From an optimization exercise on the open Yosys and OpenROAD flow, aimed at small area and a short achievable clock period; shortcuts taken in it are not production practice.
Only simulation tests tie the RTL to the original design; equivalence was not proved.
Power figures rest on the tool's default switching activity, not on a simulated workload.

## lane 1
==> flow/design.v <==
package dm_pkg;
  localparam int LAT_MAX = 4;
  function automatic int lanes(input int w);
    lanes = w / 8;
  endfunction
  function automatic logic par8(input logic [7:0] b);
    par8 = ^b;
  endfunction
  function automatic int rd_np(input int depth);
    rd_np = ((depth + 7) / 8 + 1) / 2;
  endfunction
endpackage
module dm_delay_line #(
  parameter int DEPTH = 1,
  parameter int PW    = 32
) (
  input  logic          clk,
  input  logic          rst,
  input  logic          i_vld,
  input  logic [PW-1:0] i_dat,
  output logic          o_vld,
  output logic [PW-1:0] o_dat
);
  logic [DEPTH-1:0] r_vld;
  logic [PW-1:0]    r_dat [DEPTH];
  always_ff @(posedge clk or posedge rst) begin
    if (rst) begin
      r_vld <= '0;
      for (int i = 0; i < DEPTH; i++) begin
        r_dat[i] <= '0;
      end
    end else begin
      r_vld[0] <= i_vld;
      if (i_vld) begin
        r_dat[0] <= i_dat;
      end
      for (int i = 1; i < DEPTH; i++) begin
        r_vld[i] <= r_vld[i-1];
        if (r_vld[i-1]) begin
          r_dat[i] <= r_dat[i-1];
        end
      end
    end
  end
  assign o_vld = r_vld[DEPTH-1];
  assign o_dat = r_dat[DEPTH-1];
endmodule
module dm_pipelined #(
  parameter int N   = 7,
  parameter int W   = 32,
  parameter int LAT = 2
) (
  input  logic               clka,
  input  logic               rst,
  input  logic               ena,
  input  logic [dm_pkg::lanes(W)-1:0] wea,
  input  logic [N-1:0]       addra,
  input  logic [W-1:0]       dina,
  output logic [W-1:0]       douta,
  output logic               done
);
  localparam int B     = dm_pkg::lanes(W);
  localparam int DEPTH = 2 ** N;
  localparam int NP    = dm_pkg::rd_np(DEPTH);
  if (LAT != 2) begin : g_bad_lat
    $error("dm_pipelined: this implementation supports LAT = 2 only");
  end
  if (W % 8 != 0 || W < 8) begin : g_bad_w
    $error("dm_pipelined: W must be a positive multiple of 8");
  end
  logic [W-1:0] r_mem [DEPTH];
  logic [DEPTH-1:0] w_rwl;        
  logic [DEPTH-1:0] w_wwl;        
  logic [NP-1:0]    w_rd [W];     
  logic [N-1:0]     r_wa;
  logic [W-1:0]     r_wd;
  logic [B-1:0]     r_we;
  logic [B-1:0]     r_fwe;
  logic [W-1:0]     r_fwd;
  logic             r_ld;
  logic             r_done;
  logic [NP-1:0]    r_q1 [W];
  logic [W-1:0]     r_q2;
  dm_dec #(.N(N)) u_rdec (
    .i_addr (addra),
    .o_wl   (w_rwl)
  );
  dm_dec #(.N(N)) u_wdec (
    .i_addr (r_wa),
    .o_wl   (w_wwl)
  );
  always_ff @(posedge clka) begin
    r_wa  <= addra;
    r_wd  <= dina;
    r_we  <= (ena && !rst) ? wea : '0;
    r_fwe <= (addra == r_wa) ? r_we : '0;
    r_fwd <= r_wd;
  end
  always_ff @(posedge clka) begin
    for (int w = 0; w < DEPTH; w++) begin
      for (int i = 0; i < B; i++) begin
        if (w_wwl[w] && r_we[i]) begin
          r_mem[w][8*i +: 8] <= r_wd[8*i +: 8];
        end
      end
    end
  end
  for (genvar b = 0; b < W; b++) begin : g_col
    logic [DEPTH-1:0] w_col;
    for (genvar w = 0; w < DEPTH; w++) begin : g_w
      assign w_col[w] = r_mem[w][b];
    end
    dm_rd_col #(.DEPTH(DEPTH)) u_col (
      .i_sel (w_rwl),
      .i_dat (w_col),
      .o_pn  (w_rd[b])
    );
  end
  always_ff @(posedge clka or posedge rst) begin
    if (rst) begin
      r_ld   <= 1'b0;
      r_done <= 1'b0;
    end else begin
      r_ld   <= ena & ~(|wea);
      r_done <= r_ld;
    end
  end
  always_ff @(posedge clka) begin
    for (int b = 0; b < W; b++) begin
      r_q1[b] <= w_rd[b];
      r_q2[b] <= r_fwe[b/8] ? r_fwd[b] : ~(&r_q1[b]);
    end
  end
  assign done  = r_done;
  assign douta = r_q2;
endmodule
module dm_rd_col #(
  parameter int DEPTH = 128
) (
  input  logic [DEPTH-1:0]                i_sel,
  input  logic [DEPTH-1:0]                i_dat,
  output logic [dm_pkg::rd_np(DEPTH)-1:0] o_pn
);
  localparam int N2 = (DEPTH + 7) / 8;    
  localparam int N3 = dm_pkg::rd_np(DEPTH);
  logic [N2-1:0] w_l2;
  for (genvar k = 0; k < N2; k++) begin : g_l2
    localparam int LO = 8 * k;
    localparam int HI = (8 * k + 7 < DEPTH) ? 8 * k + 7 : DEPTH - 1;
    dm_grp #(.K(HI - LO + 1)) u_g (.a(i_sel[HI:LO]), .b(i_dat[HI:LO]), .y(w_l2[k]));
  end
  for (genvar k = 0; k < N3; k++) begin : g_l3
    localparam int LO = 2 * k;
    localparam int HI = (2 * k + 1 < N2) ? 2 * k + 1 : N2 - 1;
    dm_nor #(.K(HI - LO + 1)) u_g (.a(w_l2[HI:LO]), .y(o_pn[k]));
  end
endmodule
module dm_grp #(
  parameter int K = 8
) (
  input  logic [K-1:0] a,
  input  logic [K-1:0] b,
  output logic         y
);
  localparam int M = (K + 1) / 2;
  logic [M-1:0] w_t;
  for (genvar k = 0; k < M; k++) begin : g_t
    localparam int LO = 2 * k;
    localparam int HI = (2 * k + 1 < K) ? 2 * k + 1 : K - 1;
    assign w_t[k] = ~|(a[HI:LO] & b[HI:LO]);
  end
  assign y = ~&w_t;
endmodule
module dm_dec #(
  parameter int N = 7
) (
  input  logic [N-1:0]    i_addr,
  output logic [2**N-1:0] o_wl
);
  always_comb begin
    for (int w = 0; w < 2**N; w++) begin
      o_wl[w] = (i_addr == N'(w));
    end
  end
endmodule
module dm_aoi #(
  parameter int K = 3
) (
  input  logic [K-1:0] a,
  input  logic [K-1:0] b,
  output logic         y
);
  assign y = ~|(a & b);
endmodule
module dm_nand #(
  parameter int K = 4
) (
  input  logic [K-1:0] a,
  output logic         y
);
  assign y = ~&a;
endmodule
module dm_nor #(
  parameter int K = 4
) (
  input  logic [K-1:0] a,
  output logic         y
);
  assign y = ~|a;
endmodule
clock: 4.2 ns
lec_check: 0
cap_margin: 20
core_margin: 2
core_utilization: 50
cts_cluster_diameter: 100
cts_cluster_size: 25
setup_slack_margin: 2.0
slew_margin: 20
synth_hierarchical: 1
run.sh (not shown) runs the stock make flow with config.mk's settings and CLKGATE_MAP_FILE= SYNTH_SCRIPT=/design/flow/synth_recipe.tcl, a recipe that flattens the netlist after the stock synthesis.
### lane 1 -> lane 2
-- flow/design.v --
<<< lane 1, line 8
  endfunction
  function automatic int rd_np(input int depth);
    rd_np = ((depth + 7) / 8 + 1) / 2;
  endfunction
endpackage
>>> lane 2, line 8
  endfunction
  function automatic int rd_np(input int depth);
    int n1, n2;
    n1 = (depth + 2) / 3;
    n2 = (n1 + 3) / 4;
    rd_np = (n2 + 1) / 2;
  endfunction
endpackage
<<< lane 1, line 138
  parameter int DEPTH = 128
) (
  input  logic [DEPTH-1:0]                i_sel,
  input  logic [DEPTH-1:0]                i_dat,
  output logic [dm_pkg::rd_np(DEPTH)-1:0] o_pn
);
  localparam int N2 = (DEPTH + 7) / 8;    
  localparam int N3 = dm_pkg::rd_np(DEPTH);
  logic [N2-1:0] w_l2;
  for (genvar k = 0; k < N2; k++) begin : g_l2
    localparam int LO = 8 * k;
    localparam int HI = (8 * k + 7 < DEPTH) ? 8 * k + 7 : DEPTH - 1;
    dm_grp #(.K(HI - LO + 1)) u_g (.a(i_sel[HI:LO]), .b(i_dat[HI:LO]), .y(w_l2[k]));
  end
  for (genvar k = 0; k < N3; k++) begin : g_l3
>>> lane 2, line 141
  parameter int DEPTH = 128
) (
  input  logic [DEPTH-1:0]                   i_sel,
  input  logic [DEPTH-1:0]                   i_dat,
  output logic [dm_pkg::rd_np(DEPTH)-1:0]     o_pn
);
  localparam int N1 = (DEPTH + 2) / 3;    
  localparam int N2 = (N1 + 3) / 4;       
  localparam int N3 = dm_pkg::rd_np(DEPTH);
  logic [N1-1:0] w_l1;
  logic [N2-1:0] w_l2;
  for (genvar k = 0; k < N1; k++) begin : g_l1
    localparam int LO = 3 * k;
    localparam int HI = (3 * k + 2 < DEPTH) ? 3 * k + 2 : DEPTH - 1;
    dm_aoi #(.K(HI - LO + 1)) u_g (.a(i_sel[HI:LO]), .b(i_dat[HI:LO]), .y(w_l1[k]));
  end
  for (genvar k = 0; k < N2; k++) begin : g_l2
    localparam int LO = 4 * k;
    localparam int HI = (4 * k + 3 < N1) ? 4 * k + 3 : N1 - 1;
    dm_nand #(.K(HI - LO + 1)) u_g (.a(w_l1[HI:LO]), .y(w_l2[k]));
  end
  for (genvar k = 0; k < N3; k++) begin : g_l3
<<< lane 1, line 155
    dm_nor #(.K(HI - LO + 1)) u_g (.a(w_l2[HI:LO]), .y(o_pn[k]));
  end
endmodule
module dm_grp #(
  parameter int K = 8
) (
  input  logic [K-1:0] a,
  input  logic [K-1:0] b,
  output logic         y
);
  localparam int M = (K + 1) / 2;
  logic [M-1:0] w_t;
  for (genvar k = 0; k < M; k++) begin : g_t
    localparam int LO = 2 * k;
    localparam int HI = (2 * k + 1 < K) ? 2 * k + 1 : K - 1;
    assign w_t[k] = ~|(a[HI:LO] & b[HI:LO]);
  end
  assign y = ~&w_t;
endmodule
module dm_dec #(
>>> lane 2, line 165
    dm_nor #(.K(HI - LO + 1)) u_g (.a(w_l2[HI:LO]), .y(o_pn[k]));
  end
endmodule
module dm_dec #(
## What came out
Re final-layout clock buffer total: lane 1 was lower than lane 2.
Lane 1 -> lane 2: placed instance area decreased by a few percent
Maximum frequency came out higher on lane 2 than on lane 1.
Diff lane 1 -> lane 2: total power down 2.0%; critical path depth in cells moved down; reported combinational group power now smaller; number of cells in the finished layout apart from fillers shrank by 1177.
Lane 2 drops fewer vias than lane 1.
Lane 2 ended with less area after synthesis than lane 1.
In the reports for lane 2 and lane 1, the larger buffers plus inverters on the worst setup path belongs to lane 1.
From lane 1 to lane 2 the numbers moved as follows: largest fanout on the critical path down 15; wire length reported by the detailed router down 11%; clock edge transition at the registers on the reported setup and hold paths down 0.02 ns; worst setup slack up 0.029 ns.

## separate check: timing with driven ports
In the flow no input, the clock included, has a driving cell. The finished layouts below were timed again as built, in two steps. Step 1 (the two cells are an assumption about what drives the block):
set clk [get_ports {clka}]
set_driving_cell -lib_cell sky130_fd_sc_hd__clkbuf_16 $clk
set_driving_cell -lib_cell sky130_fd_sc_hd__buf_2 [delete_from_list [all_inputs] $clk]
Step 2 times the ports against the registers' clock, not the clock port: input delays grow and output delays shrink by t, the midpoint of the rising clock arrivals with the driver on. Slacks: no drivers / after step 1 / after step 2; pairs: no drivers / after step 1.
| run | t, ns | setup slack, ns | hold WS [ns] | worst slew at a driven data input, ns |
|---|---|---|---|---|
| lane 1 | 1.022 | 1.891 / 1.787 / 0.869 | 0.077 / -0.008 / 0.379 | 0.22 |
| lane 2 | 1.006 | 1.920 / 1.835 / 0.844 | 0.091 / 0.027 / 0.364 | 0.26 |
After both steps every run listed still meets setup and hold. The setup slack of lane 2, which loses most, moves by -0.085 ns with the drivers and by -1.076 ns with both steps.
